From an optimization exercise on the open Yosys and OpenROAD flow, aimed at small area, a short achievable clock period and few clock cycles per item; shortcuts taken in it are not production practice.
In this exercise RTL edits were held to simulation tests only and were not proved equivalent to the original.
Power is estimated from default activity; no workload was simulated.

== rev 12 ==
==> flow/design.v (excerpt) <==
module receive_reorder_window (
	input  logic                  clk,
	input  logic                  arst_n,
	input  logic                  req_valid,
	output logic                  req_stall,
	input  logic [32:0]           req,
	output logic                  rsp_valid,
	input  logic                  rsp_stall,
	output logic [105:0]          rsp,
	input  logic                  cfg_valid,
	output logic                  cfg_ready,
	input  logic [6:0]            cfg_data
);
For scale: ~1400 flip-flops, about 150 I/O pins.
clock: 8.0 ns
lec_check: 0
abc_clock_period_in_ps: 2500
cap_margin: 20
core_margin: 2
core_utilization: 40
setup_slack_margin: 5
slew_margin: 20
run.sh (not shown) runs the stock make flow with config.mk's settings and CLKGATE_MAP_FILE= SYNTH_SCRIPT=/design/flow/synth_recipe.tcl, a recipe that flattens the netlist after the stock synthesis.
Testbench counts of rev 12, summed over its fixed seeds: cycles 13,693, items 12,000.
The following lists how rev 13 was set up differently from rev 12:
==> flow/config.mk <==
export PLATFORM = sky130hd
export DESIGN_NAME = receive_reorder_window
export DESIGN_NICKNAME = receive_reorder_window
export VERILOG_FILES = /design/flow/design.v
export SDC_FILE = /design/flow/constraint.sdc
export NUM_CORES = 4
export LEC_CHECK = 0
export CAP_MARGIN = 20
export CORE_MARGIN = 2
export CORE_UTILIZATION = 40
export SLEW_MARGIN = 20
[summary]
Delta (rev 13 minus rev 12): sum of internal, switching and leakage power went down by 7.5%; insertion delay of the later-clocked pin in the worst-skew pair shows a reduction of 0.02 ns.
Going from rev 12 to rev 13, the total cell area at the placement stage was found to have gone down by 1200 µm².
[compare] base=rev 12 new=rev 13: half-perimeter wire length after placement now sits lower; final area now sits lower; power attributed to sequential cells now sits at about the same level.

---

Setup of trial 72:
Another version of the RTL of receive_reorder_window (not shown whole).
Size: ~4,000 cells after synthesis, roughly 1,500 flip-flops, ~150 I/O pins.
clock: 8.0 ns
lec_check: 0
cap_margin: 20
core_margin: 2
core_utilization: 60
cts_buf_list: sky130_fd_sc_hd__clkbuf_16
cts_cluster_diameter: 80
cts_cluster_size: 30
setup_slack_margin: 4.8
slew_margin: 20
Trial 72 went all the way through the flow, and no timing, DRC or antenna check failed.
Testbench counts of trial 72, summed over its fixed seeds: cycles 13,693, items 12,000.
Setup changes, trial 72 to build 14
diff --git a/flow/config.mk b/flow/config.mk
--- a/flow/config.mk
+++ b/flow/config.mk
@@ -11,3 +10,0 @@
-export CTS_BUF_LIST = sky130_fd_sc_hd__clkbuf_16
-export CTS_CLUSTER_DIAMETER = 80
-export CTS_CLUSTER_SIZE = 30
==> comparison <==
- Delta (build 14 minus trial 72): inverter count of the layout excluding clock inverters flat; sequential share of cell area -2.7 points.
- Of build 14 and trial 72, the run reporting the higher total length of routed wires was build 14.
- Summary of build 14 over trial 72: peak fanout along the critical path went down 2, total non-filler cell area in the finished layout moved up, total design power up 2.9 mW.

---

Setup of v18:
The RTL this note starts from:
==> flow/design.v <==
`timescale 1ns / 1ps
module receive_reorder_window (
	input  logic                  clk,
	input  logic                  arst_n,
	input  logic                  req_valid,
	output logic                  req_stall,
	input  logic [32:0]           req,
	output logic                  rsp_valid,
	input  logic                  rsp_stall,
	output logic [105:0]          rsp,
	input  logic                  cfg_valid,
	output logic                  cfg_ready,
	input  logic [6:0]            cfg_data
);
	localparam logic [2:0] ST_OK       = 3'd0;
	localparam logic [2:0] ST_OVERFLOW = 3'd1;
	localparam logic [2:0] ST_ALREADY  = 3'd2;
	localparam logic [2:0] ST_NO_DATA  = 3'd3;
	localparam logic [2:0] ST_MISMATCH = 3'd4;
	logic [15:0] pay_mem [64];
	logic [63:0] occ_q;       
	logic [63:0] hi_q;        
	logic [63:0] full_q;      
	logic [15:0] base_q;
	logic [63:0] bsel_q;      
	logic [6:0]  count_q;
	logic [6:0]  range_q;
	logic [15:0] lim_q;       
	logic [63:0] keep_q;      
	logic [32:0] hd;
	logic [5:0]  hq;
	logic        vh;
	logic [32:0] sk;
	logic [5:0]  sq;
	logic        vs;
	logic        v1;
	logic        mode1;
	logic        over1;       
	logic        neg1;        
	logic        g2_1;        
	logic [5:0]  p1;          
	logic        kocc1, khi1;
	logic [15:0] pay1;
	logic        wb_v;
	logic [5:0]  wb_idx;
	logic [15:0] wb_data;
	logic        rsp_valid_q;
	logic [2:0]  status_q;
	logic [15:0] payout_q;
	logic acc, exe, mv, hld;
	assign acc       = req_valid && !vs;
	assign exe       = v1 && (!rsp_valid_q || !rsp_stall);
	assign mv        = !v1 || exe;
	assign hld       = vh && !mv;    
	assign req_stall = vs;
	assign cfg_ready = 1'b1;
	logic        addok, popok, pop_full;
	logic [2:0]  status_w;
	assign pop_full = full_q[0];
	assign popok    = mode1 && pop_full && occ_q[0] && !hi_q[0];
	always_comb begin
		addok = 1'b0;
		if (!mode1) begin
			if (over1) begin
				status_w = ST_OVERFLOW;
			end else if (neg1) begin
				status_w = ST_ALREADY;
			end else if (!g2_1) begin
				if (!kocc1) begin
					status_w = ST_OK;
					addok = 1'b1;
				end else if (!khi1) begin
					status_w = ST_ALREADY;
				end else begin
					status_w = ST_OVERFLOW;
				end
			end else begin
				if (kocc1 && !khi1) begin
					status_w = ST_OK;
					addok = 1'b1;
				end else begin
					status_w = ST_ALREADY;
				end
			end
		end else begin
			if (!pop_full)  status_w = ST_NO_DATA;
			else if (popok) status_w = ST_OK;
			else            status_w = ST_MISMATCH;
		end
	end
	logic [63:0] wr;
	assign wr = {63'b0, addok} << p1;
	logic [15:0] hs, d0, d1, e0, e1;
	logic        sel1, over0, over1n, neg0, neg1n;
	logic        kocc_n, khi_n;
	logic [5:0]  q;
	assign hs     = hd[31:16];
	assign d0     = hs - base_q;
	assign d1     = hs + ~base_q;
	assign e0     = hs - lim_q;
	assign e1     = hs + ~lim_q;
	assign sel1   = v1 && popok;
	assign neg0   = d0[15];
	assign neg1n  = d1[15];
	assign over0  = !d0[15] && !e0[15];
	assign over1n = !d1[15] && !e1[15];
	assign q      = hq;
	always_comb begin
		if (sel1 && q == 6'd0) begin
			kocc_n = 1'b0;
			khi_n  = 1'b0;
		end else if (v1 && addok && q == p1) begin
			kocc_n = 1'b1;
			khi_n  = g2_1;
		end else begin
			kocc_n = occ_q[q];
			khi_n  = hi_q[q];
		end
	end
	logic [15:0] rdata, mdata;
	always_comb begin
		mdata = '0;
		for (int i = 0; i < 64; i++) begin
			mdata = mdata | (pay_mem[i] & {16{bsel_q[i]}});
		end
	end
	assign rdata = (wb_v && wb_idx == base_q[5:0]) ? wb_data : mdata;
	logic [5:0]  rq0, rq1, pos_in;
	logic        pe;
	assign pe     = exe && popok;
	assign rq0    = req[21:16] - base_q[5:0];
	assign rq1    = req[21:16] + ~base_q[5:0];
	assign pos_in = vs ? (pe ? sq - 6'd1 : sq) : (pe ? rq1 : rq0);
	logic [6:0]  range_n;
	logic [63:0] keep_n;
	assign range_n = cfg_valid ? cfg_data : range_q;
	always_comb begin
		for (int k = 0; k < 64; k++) begin
			keep_n[k] = (7'(k) < range_n);
		end
	end
	always_ff @(posedge clk or negedge arst_n) begin
		if (!arst_n) begin
			occ_q       <= '0;
			hi_q        <= '0;
			full_q      <= '0;
			base_q      <= '0;
			bsel_q      <= 64'd1;
			count_q     <= '0;
			range_q     <= 7'd64;
			lim_q       <= 16'd64;
			keep_q      <= '1;
			vh          <= 1'b0;
			vs          <= 1'b0;
			v1          <= 1'b0;
			wb_v        <= 1'b0;
			rsp_valid_q <= 1'b0;
		end else begin
			range_q <= range_n;
			if (exe && popok) begin
				lim_q <= lim_q + 16'd1;
			end else if (cfg_valid) begin
				lim_q <= base_q + {9'd0, cfg_data};
			end
			keep_q  <= keep_n;
			if (mv) begin
				v1 <= vh;
			end
			if (!hld) begin
				vh <= vs || acc;
				vs <= 1'b0;
			end else if (acc) begin
				vs <= 1'b1;
			end
			wb_v <= exe && addok;
			if (exe) begin
				if (popok) begin
					occ_q  <= {1'b0, occ_q[63:1]};
					hi_q   <= {1'b0, hi_q[63:1]};
					full_q <= {1'b0, full_q[63:1]};
					base_q <= base_q + 16'd1;
					bsel_q <= {bsel_q[62:0], bsel_q[63]};
					if (count_q != 7'd0) count_q <= count_q - 7'd1;
				end else begin
					occ_q  <= occ_q | wr;
					hi_q   <= (hi_q & ~wr) | (wr & {64{g2_1}});
					full_q <= (full_q | wr) & ~{63'b0, mode1};
					if (addok && count_q != 7'd127) count_q <= count_q + 7'd1;
				end
			end
			if (exe) begin
				rsp_valid_q <= 1'b1;
			end else if (!rsp_stall) begin
				rsp_valid_q <= 1'b0;
			end
		end
	end
	always_ff @(posedge clk) begin
		if (acc && hld) begin
			sk <= req;
			sq <= rq0;
		end
		if (!hld) begin
			hd <= vs ? sk : req;
			hq <= pos_in;
		end
		if (mv) begin
			mode1 <= hd[32];
			over1 <= sel1 ? over1n : over0;
			neg1  <= sel1 ? neg1n : neg0;
			g2_1  <= sel1 ? d1[6] : d0[6];
			p1    <= sel1 ? hq - 6'd1 : hq;
			kocc1 <= kocc_n;
			khi1  <= khi_n;
			pay1  <= hd[15:0];
		end
		wb_idx  <= base_q[5:0] + p1;
		wb_data <= pay1;
		if (wb_v) begin
			pay_mem[wb_idx] <= wb_data;
		end
		if (exe) begin
			status_q <= status_w;
			payout_q <= (mode1 && popok) ? rdata : 16'd0;
		end
	end
	assign rsp_valid = rsp_valid_q;
	assign rsp       = {status_q, payout_q, occ_q & keep_q, base_q, count_q};
endmodule
Settings: LEC_CHECK=0, CAP_MARGIN=20, CORE_MARGIN=2, CORE_UTILIZATION=60, CTS_BUF_LIST=sky130_fd_sc_hd__clkbuf_16, CTS_CLUSTER_DIAMETER=80, CTS_CLUSTER_SIZE=24, SETUP_SLACK_MARGIN=4.8, SLEW_MARGIN=20; clock period 8.0 ns.
Testbench counts of v18, summed over its fixed seeds: cycles 13,693, items 12,000.
Changes in v52 relative to v18:
Settings: a change of CTS_CLUSTER_SIZE from 24 to 20; a change of CTS_CLUSTER_DIAMETER from 80 to 50.
## What came out
Final worst setup slack, v18 and v52, higher one = v18. Compared with v18, in v52 hold slack fell by 5.6 ps; critical path depth fell 1; number of nets still failing antenna checks after routing flat. Compared with v18, non-clock buffer count in v52 decreased slightly. v52 reached the end of the flow, and the finished layout is clean on the timing, DRC and antenna checks. Comparing logic gate share of total power for v18 and v52, the smaller number came from v52. Between v18 and v52, the sequential power figures differ only marginally. [compare] base=v18 new=v52: total vias in the final route now sits higher; total of clock buffers placed in the layout now sits higher.
The following lists how v2 was set up differently from v52:
Settings: CTS_CLUSTER_SIZE now 24, was 20; CORE_UTILIZATION now 70, was 60; CTS_CLUSTER_DIAMETER now 80, was 50.
- v2 ended up with fewer standard cells than v52.
- v2 — sequential share of layout area 2.5 points higher, v52 as reference
- The higher number of filler instances in the final layout of v2 and v52 is in v52.
- Diff v52 -> v2: ratio of final minimum period to clock period moved up, post-route standard cell area excluding fillers now smaller, power went down by 15%, die boundary height now sits lower.
- Run comparison: v52 source of the critical timing path bsel_q[5]$_DFFE_PN0P_; v2 source of the critical timing path bsel_q[58]$_DFFE_PN0P_
- Wire length the detailed router placed on met1 on v2 is down relative to v52.
- Diff v52 -> v2 | number of gates resized after cts | down by more than a quarter
Changes in v32 relative to v2:
Settings: CTS_CLUSTER_SIZE changed from 24 to 26; CTS_CLUSTER_DIAMETER changed from 80 to 100; CORE_UTILIZATION changed from 70 to 60.
==> run notes <==
Diff v32 and v2: via count lower in v32
v32 vs. v2: overall power consumption went down by 0.97%.
As far as mean post-synth cell area goes, v2 and v32 are indistinguishable; the numbers are identical.
Number of standard cells in the layout, taps in and fillers out, v32 and v2, lower one = v2.
As far as multi-input combinational gate total is concerned, v32 and v2 perform about the same.
Going from v2 to v32, detailed-route vias per instance fell by 4.0%; layout buffer count excluding clock buffers fell by about 0.6%.
--- input diff v32..v17 ---
Settings: CTS_CLUSTER_DIAMETER changed from 100 to 60; CTS_CLUSTER_SIZE changed from 26 to 24.
### Flow results
v32 → v17: number of fillers in the final layout moved down, cell area now larger, post-CTS setup repair buffer count -about 16%, clock network fraction of design power climbed 7.6 points.
Compared with v32, in v17 minimum period implied by the final worst setup slack fell by 30 ps; worst-skew pair later-pin latency rose by 40 ps; power rose by 12%; number of non-clock buffers in the layout rose by about 3%.

[static timing again, ports no longer ideal]
Ports are ideal in the flow. The routed layouts listed here were re-timed in OpenROAD. Step 1 sets driving cells, clkbuf_16 on the clock port and buf_2 on the other inputs (assumed; they add their load-dependent delay and slew). Step 2 moves the port delays by t, midway between the first and last clock arrival at a register: inputs arrive t later, outputs are due t later. That takes back most of the time a late clock gives input paths. a / b / c = ideal ports / drivers / drivers and shift; a / b = the first two.
run | t, ns | setup slack, ns | worst slew at a driven data input, ns
rev 12 | 0.841 | 4.106 / 4.035 / 3.737 | 0.07
rev 13 | 0.820 | 2.682 / 2.611 / 2.774 | 0.08
trial 72 | 0.796 | 4.482 / 4.482 / 3.858 | 0.05
build 14 | 0.837 | 4.511 / 4.511 / 4.037 | 0.05
v18 | 0.756 | 4.731 / 4.731 / 4.127 | 0.09
v52 | 0.830 | 4.690 / 4.690 / 3.963 | 0.10
v2 | 0.745 | 4.633 / 4.633 / 4.113 | 0.06
v32 | 0.756 | 4.702 / 4.702 / 4.106 | 0.09
v17 | 0.796 | 4.732 / 4.732 / 4.003 | 0.09
After both steps setup and hold are still met in every run listed. The setup slack of v17, which loses most, moves by 0.000 ns with the drivers and by -0.729 ns with both steps.
